Source: an optimization exercise on an open RTL-to-GDS flow (aim: small area, a short achievable clock period and few clock cycles per item). Production flows keep margins and buffers that such runs may drop. At most, simulation tests tie the RTL to the original design; equivalence was not proved. Power and IR drop assume default switching activity.

== v12 ==
// alu_seq
module alu_seq #(
  parameter int WIDTH = 32,
  parameter int CNT_W = $clog2(WIDTH) + 1
) (
  input  logic             clk,
  input  logic             rst_n,
  input  logic             in_valid,
  output logic             in_ready,
  input  logic [WIDTH-1:0] a,
  input  logic [WIDTH-1:0] b,
  input  logic [3:0]       alu_control,
  output logic             out_valid,
  input  logic             out_ready,
  output logic [WIDTH-1:0] result,
  output logic [3:0]       alu_flags,
  output logic             busy
);
  localparam logic [3:0] OP_ADD  = 4'b0000;
  localparam logic [3:0] OP_SUB  = 4'b0001;
  localparam logic [3:0] OP_MUL  = 4'b0010;
  localparam logic [3:0] OP_DIV  = 4'b0011;
  localparam logic [3:0] OP_ASR  = 4'b1011;
  localparam logic [3:0] OP_ROTL = 4'b1100;
  localparam logic [3:0] OP_ROTR = 4'b1101;
  localparam logic [3:0] OP_ADD8 = 4'b1110;
  localparam logic [3:0] OP_MUL8 = 4'b1111;
  function automatic logic [5:0] blen(input logic [31:0] x);
    blen = '0;
    for (int i = 0; i < 32; i++) begin
      if (x[i]) blen = 6'(i + 1);
    end
  endfunction
  function automatic logic [31:0] rotl(input logic [31:0] x, input logic [4:0] k);
    rotl = x;
    if (k[0]) rotl = {rotl[30:0], rotl[31]};
    if (k[1]) rotl = {rotl[29:0], rotl[31:30]};
    if (k[2]) rotl = {rotl[27:0], rotl[31:28]};
    if (k[3]) rotl = {rotl[23:0], rotl[31:24]};
    if (k[4]) rotl = {rotl[15:0], rotl[31:16]};
  endfunction
  localparam bit SIMD = 1'b1;
  logic        v_e;
  logic [3:0]  op_e;
  logic [31:0] ra, rb, rq;
  logic [5:0]  la, lb;
  logic [4:0]  cnt;
  logic        ph;
  logic        ovf;
  logic [31:0] result_q;
  logic [1:0]  cv_q;
  logic        simd_q;
  logic        accept, w_block, e_fin, e_go;
  logic [31:0] e_res;
  logic        e_c, e_v;
  logic        is_mul, is_simd, is_sub;
  logic [31:0] pp [4];
  logic [31:0] s1, c1, s2, c2, s3, c3, c1s, c2s, c3s;
  logic [31:0] topm, keep;
  logic        lost;
  logic        mul_last;
  logic [31:0] ra_sh, rb_sh;
  always_comb begin
    topm = is_simd ? 32'h8080_8080 : 32'h8000_0000;
    keep = is_simd ? 32'hFEFE_FEFE : 32'hFFFF_FFFE;
    lost = 1'b0;
    for (int k = 0; k < 4; k++) begin
      pp[k] = '0;
      for (int j = 0; j < 32; j++) begin
        if (j + k < 32) begin
  ...
Settings: LEC_CHECK=0, CAP_MARGIN=20, CORE_MARGIN=2, CORE_UTILIZATION=40, SLEW_MARGIN=20; clock period 9.0 ns.
run.sh (not shown) runs the stock make flow with config.mk's settings and CLKGATE_MAP_FILE= SYNTH_SCRIPT=/design/flow/synth_recipe.tcl, a recipe that flattens the netlist after the stock synthesis.
v12: no failed stages, no open violations at the end
Input-level comparison between v28 and v12:
# v12
export LEC_CHECK = 0
export CAP_MARGIN = 20
export CORE_MARGIN = 2
export CORE_UTILIZATION = 40
export SLEW_MARGIN = 20
create_clock -name core_clock -period 9.0 [get_ports {clk}]
# v28
export LEC_CHECK = 0
export ABC_CLOCK_PERIOD_IN_PS = 4000
export CAP_MARGIN = 20
export CORE_MARGIN = 2
export CORE_UTILIZATION = 40
export SETUP_SLACK_MARGIN = 4.5
export SLEW_MARGIN = 20
create_clock -name core_clock -period 9.0 [get_ports {clk}]
[summary]
Area growth from synthesis to layout was higher in v28 than in v12.
Going from v12 to v28, part of the cycle the worst path needs dropped 23 points, sum of routed wire length over all layers climbed 12%, non-clock buffer count climbed 203.
No run of this note included a check of the RTL's function; only the layout flow was run.

* * *

## lane 1
The RTL this note starts from:
==> flow/design.v <==
module alu_seq #(
  parameter int WIDTH = 32,
  parameter int CNT_W = $clog2(WIDTH) + 1
) (
  input  logic             clk,
  input  logic             rst_n,
  input  logic             in_valid,
  output logic             in_ready,
  input  logic [WIDTH-1:0] a,
  input  logic [WIDTH-1:0] b,
  input  logic [3:0]       alu_control,
  output logic             out_valid,
  input  logic             out_ready,
  output logic [WIDTH-1:0] result,
  output logic [3:0]       alu_flags,
  output logic             busy
);
  localparam logic [3:0] OP_ADD  = 4'b0000;
  localparam logic [3:0] OP_SUB  = 4'b0001;
  localparam logic [3:0] OP_MUL  = 4'b0010;
  localparam logic [3:0] OP_DIV  = 4'b0011;
  localparam logic [3:0] OP_ASR  = 4'b1011;
  localparam logic [3:0] OP_ROTL = 4'b1100;
  localparam logic [3:0] OP_ROTR = 4'b1101;
  localparam logic [3:0] OP_ADD8 = 4'b1110;
  localparam logic [3:0] OP_MUL8 = 4'b1111;
  localparam bit SIMD = 1'b1;
  function automatic logic [4:0] msb_pos(input logic [31:0] x);
    logic [15:0] h16;
    logic [7:0]  h8;
    logic [3:0]  h4;
    logic [1:0]  h2;
    msb_pos[4] = |x[31:16];
    h16        = msb_pos[4] ? x[31:16] : x[15:0];
    msb_pos[3] = |h16[15:8];
    h8         = msb_pos[3] ? h16[15:8] : h16[7:0];
    msb_pos[2] = |h8[7:4];
    h4         = msb_pos[2] ? h8[7:4] : h8[3:0];
    msb_pos[1] = |h4[3:2];
    h2         = msb_pos[1] ? h4[3:2] : h4[1:0];
    msb_pos[0] = h2[1];
  endfunction
  function automatic logic [31:0] rotl(input logic [31:0] x, input logic [4:0] k);
    rotl = x;
    if (k[0]) rotl = {rotl[30:0], rotl[31]};
    if (k[1]) rotl = {rotl[29:0], rotl[31:30]};
    if (k[2]) rotl = {rotl[27:0], rotl[31:28]};
    if (k[3]) rotl = {rotl[23:0], rotl[31:24]};
    if (k[4]) rotl = {rotl[15:0], rotl[31:16]};
  endfunction
  logic        v_e;         
  logic        fin;         
  logic [1:0]  ph;          
  logic [3:0]  op_e;
  logic        is_mul, is_simd, is_sub, is_div;
  logic [31:0] ra, rb, rq, rc;
  logic [4:0]  pa, pb;      
  logic        za, zb;      
  logic [4:0]  cnt;
  logic        ovf;
  logic [31:0] result_q;
  logic [1:0]  cv_q;
  logic        simd_q;
  logic        accept, e_go;
  logic [31:0] e_res;
  logic        e_c, e_v;
  logic [31:0] pp [4];
  logic [31:0] sA, cA, sB, cB, sC, cC, sD, cD, cAs, cBs, cCs, cDs;
  logic [31:0] topm, keep;
  logic        lost;
  logic        mul_more;    
  logic [31:0] ra_sh, rb_sh;
  always_comb begin
    topm = is_simd ? 32'h8080_8080 : 32'h8000_0000;
    keep = is_simd ? 32'hFEFE_FEFE : 32'hFFFF_FFFE;
    lost = 1'b0;
    for (int k = 0; k < 4; k++) begin
      pp[k] = '0;
      for (int j = 0; j < 32; j++) begin
        if (j + k < 32) begin
          if (is_simd && ((j + k) / 8 != j / 8)) begin
            lost = lost | (ra[j] & rb[8 * (j / 8) + k]);
          end else begin
            pp[k][j + k] = ra[j] & (is_simd ? rb[8 * (j / 8) + k] : rb[k]);
          end
        end else begin
          lost = lost | (ra[j] & (is_simd ? rb[24 + k] : rb[k]));
        end
      end
    end
    sA  = rq ^ rc ^ pp[0];
    cA  = (rq & rc) | (rq & pp[0]) | (rc & pp[0]);
    sB  = pp[1] ^ pp[2] ^ pp[3];
    cB  = (pp[1] & pp[2]) | (pp[1] & pp[3]) | (pp[2] & pp[3]);
    cAs = (cA << 1) & keep;
    cBs = (cB << 1) & keep;
    sC  = sA ^ cAs ^ sB;
    cC  = (sA & cAs) | (sA & sB) | (cAs & sB);
    cCs = (cC << 1) & keep;
    sD  = sC ^ cCs ^ cBs;
    cD  = (sC & cCs) | (sC & cBs) | (cCs & cBs);
    cDs = (cD << 1) & keep;
    lost = lost | (|((cA | cB | cC | cD) & topm));
    if (is_simd) begin
      for (int i = 0; i < 4; i++) begin
        ra_sh[8*i +: 8] = {ra[8*i +: 4], 4'b0};
        rb_sh[8*i +: 8] = {4'b0, rb[8*i+4 +: 4]};
        lost = lost | ((|ra[8*i+4 +: 4]) & (|rb[8*i+4 +: 4]));
      end
    end else begin
      ra_sh = {ra[27:0], 4'b0};
      rb_sh = {4'b0, rb[31:4]};
      lost  = lost | ((|ra[31:28]) & (|rb[31:4]));
    end
    mul_more = (rb_sh != '0);
  end
  logic        mul_fin;
  logic [31:0] ad_x, ad_y;
  logic        gx;
  logic [35:0] ad_s;
  logic [31:0] sum;
  logic        cout, lane_c;
  always_comb begin
    mul_fin = is_mul && ph[0];
    ad_x = mul_fin ? rq : ra;
    ad_y = mul_fin ? rc : (is_sub ? ~rb : rb);
    gx   = !is_simd;
    ad_s = {1'b0, ad_x[31:24], gx, ad_x[23:16], gx, ad_x[15:8], gx, ad_x[7:0]}
         + {1'b0, ad_y[31:24], 1'b0, ad_y[23:16], 1'b0, ad_y[15:8], 1'b0, ad_y[7:0]}
         + {35'b0, is_sub};
    sum    = {ad_s[34:27], ad_s[25:18], ad_s[16:9], ad_s[7:0]};
    cout   = ad_s[35];
    lane_c = ad_s[35] | (is_simd & (ad_s[8] | ad_s[17] | ad_s[26]));
  end
  logic [5:0]  dsh;         
  logic        dquick;      
  logic [4:0]  rot_k;
  logic [31:0] rot_x, rot;
  logic [31:0] fillm;
  logic [31:0] sh_res;
  always_comb begin
    dsh    = {1'b0, pa} - {1'b0, pb};
    dquick = zb || za || dsh[5];
    rot_x  = is_div ? rb : ra;
    case (op_e)
      OP_ROTL: rot_k = rb[4:0];
      OP_DIV:  rot_k = dsh[4:0];
      default: rot_k = 5'd0 - rb[4:0];
    endcase
    rot   = rotl(rot_x, rot_k);
    fillm = ~(32'hFFFF_FFFF >> rb[4:0]);
    if (op_e == OP_ASR)
      sh_res = (|rb[31:5]) ? {32{ra[31]}} : ((rot & ~fillm) | ({32{ra[31]}} & fillm));
    else
      sh_res = rot;
  end
  logic [3:0]  lut;
  logic [31:0] lg_res;
  always_comb begin
    case (op_e)
      4'b0100: lut = 4'b1110;    
      4'b0101: lut = 4'b1000;    
      4'b0110: lut = 4'b0011;    
      4'b0111: lut = 4'b0001;    
      4'b1000: lut = 4'b0111;    
      4'b1001: lut = 4'b0110;    
      default: lut = 4'b1001;    
    endcase
    for (int i = 0; i < 32; i++) lg_res[i] = lut[{ra[i], rb[i]}];
  end
  logic use_sum;
  always_comb begin
    use_sum = (op_e == OP_ADD) || (op_e == OP_SUB) || is_mul || (SIMD && op_e == OP_ADD8);
    e_c = 1'b0;
    e_v = 1'b0;
    if (is_div) begin
      if (ph[1]) e_res = zb ? 32'hFFFF_FFFF : 32'h0;
      else       e_res = {rq[30:0], cout};
    end else if (op_e == OP_ASR || op_e == OP_ROTL || op_e == OP_ROTR) begin
      e_res = sh_res;
    end else if (use_sum) begin
      e_res = sum;
    end else begin
      e_res = lg_res;
    end
    case (op_e)
      OP_ADD: begin
        e_c = cout;
        e_v = (ra[31] == rb[31]) && (sum[31] != ra[31]);
      end
      OP_SUB: begin
        e_c = !cout;
        e_v = (ra[31] != rb[31]) && (sum[31] != ra[31]);
      end
      OP_DIV:  e_v = ph[1] && zb;
      OP_ADD8: begin
        e_c = SIMD && lane_c;
        e_v = SIMD && lane_c;
      end
      default: e_v = is_mul && (ovf || lane_c);
    endcase
  end
  assign e_go      = v_e && fin && !(out_valid && !out_ready);
  assign in_ready  = !v_e || e_go;
  assign accept    = in_valid && in_ready;
  assign busy      = v_e && !out_valid;
  assign result    = result_q;
  assign alu_flags = {simd_q ? (result_q[7] | result_q[15] | result_q[23] | result_q[31])
                              : result_q[31],
                       (result_q == 32'h0), cv_q};
  always_ff @(posedge clk) begin
    if (!rst_n) begin
      v_e       <= 1'b0;
      out_valid <= 1'b0;
    end else begin
      if (accept)    v_e <= 1'b1;
      else if (e_go) v_e <= 1'b0;
      if (e_go)           out_valid <= 1'b1;
      else if (out_ready) out_valid <= 1'b0;
    end
  end
  always_ff @(posedge clk) begin
    if (e_go) begin
      result_q <= e_res;
      cv_q     <= {e_c, e_v};
      simd_q   <= is_simd;
    end
  end
  always_ff @(posedge clk) begin
    if (accept) begin
      op_e    <= alu_control;
      is_mul  <= (alu_control == OP_MUL) || (SIMD && alu_control == OP_MUL8);
      is_div  <= (alu_control == OP_DIV);
      is_simd <= SIMD && ((alu_control == OP_ADD8) || (alu_control == OP_MUL8));
      is_sub  <= (alu_control == OP_SUB) || (alu_control == OP_DIV);
      fin     <= !((alu_control == OP_MUL) || (alu_control == OP_DIV)
                   || (SIMD && alu_control == OP_MUL8));
      ra      <= a;
      rb      <= b;
      rq      <= '0;
      rc      <= '0;
      pa      <= msb_pos(a);
      pb      <= msb_pos(b);
      za      <= (a == '0);
      zb      <= (b == '0);
      ph      <= 2'd0;
      ovf     <= 1'b0;
    end else if (v_e && !fin) begin
      if (is_mul) begin
        ra  <= ra_sh;
        rb  <= rb_sh;
        rq  <= sD;
        rc  <= cDs;
        ovf <= ovf | lost;
        if (!mul_more) begin
          ph  <= 2'd1;
          fin <= 1'b1;
        end
      end else if (ph == 2'd0) begin
        if (dquick) begin
          ph  <= 2'd2;
          fin <= 1'b1;
        end else begin
          rb  <= rot;
          cnt <= dsh[4:0];
          ph  <= 2'd1;
          fin <= (dsh[4:0] == 5'd0);
        end
      end else begin
        if (cout) ra <= sum;
        rb  <= rb >> 1;
        rq  <= {rq[30:0], cout};
        cnt <= cnt - 5'd1;
        fin <= (cnt == 5'd1);
      end
    end
  end
endmodule
Settings: LEC_CHECK=0, ABC_CLOCK_PERIOD_IN_PS=4000, CAP_MARGIN=20, CORE_MARGIN=2, CORE_UTILIZATION=40, SETUP_SLACK_MARGIN=5, SLEW_MARGIN=20; clock period 9.0 ns.
Testbench counts of lane 1, summed over its fixed seeds: cycles 6,727, items 2,400.
Inputs modified between lane 1 and lane 2:
Settings: changing SETUP_SLACK_MARGIN from 5 to 4.5.
Notes after the runs:
Lane 2 vs lane 1, cell-internal power went down by 8.3%.
Lane 1 has higher clock buffer count in the final layout than lane 2.
In lane 2, the count of plain and timing-repair buffers in the layout came out 89 below the value in lane 1.
Post-layout utilization of the core was higher in the run labelled lane 1.
Changes observed in lane 2 relative to lane 1: number of standard cells after synthesis held steady, maximum clock frequency went down by 7.9%, design area decreased 1700 sq um.
Lane 2 — wire length of the first global-routing pass 0.71% lower, lane 1 as reference
Here is what was changed in the inputs of lane 3 compared with lane 2.
Settings: changing SETUP_SLACK_MARGIN from 4.5 to 5; setting ABC_AREA to 1 for the first time; removing ABC_CLOCK_PERIOD_IN_PS (formerly 4000).
==> flow/flow/run.sh (new file) <==
#!/bin/bash
# Layout flow: the standard layout (standard.sh, which runs the ORFS make targets with
# the standard synthesis), with one change: the buffers that global placement puts on every
# input and output port are sky130_fd_sc_hd__buf_1 instead of the library pick
# (clkdlybuf4s50_1, a larger delay buffer). Timing repair still resizes any of them that
# sit on a critical path. The make output goes to standard.log in the work folder; ORFS's
# per-step logs stay under orfs/logs/.
set -euo pipefail
export BUFFER_PORTS_ARGS="-buffer_cell sky130_fd_sc_hd__buf_1"
bash standard.sh finish > standard.log 2>&1
==> flow/standard.sh (new file) <==
#!/bin/bash
# synth_recipe.tcl (not shown) runs the flow's synth.tcl, then flattens the netlist and writes it again
# the make line also repeats each setting of config.mk as NAME=value (left out here)
make -C /OpenROAD-flow-scripts/flow DESIGN_CONFIG=/design/flow/config.mk WORK_HOME=/design/flow/orfs CLKGATE_MAP_FILE= SYNTH_SCRIPT=/design/flow/synth_recipe.tcl "${@:-finish}"
removed: flow/run.sh
Results
The final reports for lane 3 and lane 2 show met1 demand-to-capacity share in global routing higher in the former. Taking lane 3 as 1.0, lane 2 lands at 1.06 on sequential power. Vertical die dimension: lower on lane 2. Sort lane 2 and lane 3 by count of multi-input combinational gates asc -> top: lane 2. Lane 3 vs. lane 2: share of power burned in the clock network moved up, layout overhead on the synthesized area went down by 2.1 points, relative contribution of combinational cells to total power dropped 2.3 points, ratio of final minimum period to clock period lost 4.9 points. Relative to lane 2, number of tap cells added at floorplan has increased by about 1.2% in lane 3. Relative to lane 2, number of gates resized after cts increased by 26 in lane 3. Measured against each other, lane 2 and lane 3 differ in sequential cell fraction of total power, the lower figure coming from lane 2.

==> static timing again, ports no longer ideal <==
Ports are ideal in the flow. The routed layouts listed here were re-timed in OpenROAD. Step 1 sets driving cells, clkbuf_16 on the clock port and buf_2 on the other inputs (assumed; they add their load-dependent delay and slew). Step 2 adds t to the input delays and takes it off the output delays; t is the mean of the earliest and latest rising clock arrival at the registers after step 1. Input paths then give back, and output paths get back, about the clock's delay inside the block. Slacks: ideal / step 1 / step 2; pairs: ideal / step 1.
run | t, ns | setup WS [ns] | worst hold slack (ns)
v12 | 0.577 | 1.219 / 1.219 / 1.219 | 0.498 / 0.498 / 0.498
v28 | 0.585 | 3.289 / 3.289 / 3.289 | 0.509 / 0.509 / 0.509
lane 1 | 0.581 | 4.787 / 4.787 / 4.445 | 0.470 / 0.470 / 0.470
lane 2 | 0.579 | 4.427 / 4.427 / 4.133 | 0.463 / 0.463 / 0.463
lane 3 | 0.567 | 4.867 / 4.815 / 4.583 | 0.468 / 0.468 / 0.468
After both steps every run listed still meets setup and hold. For lane 1, which loses most, drivers alone change the setup slack by 0.000 ns; drivers and shift together by -0.342 ns.
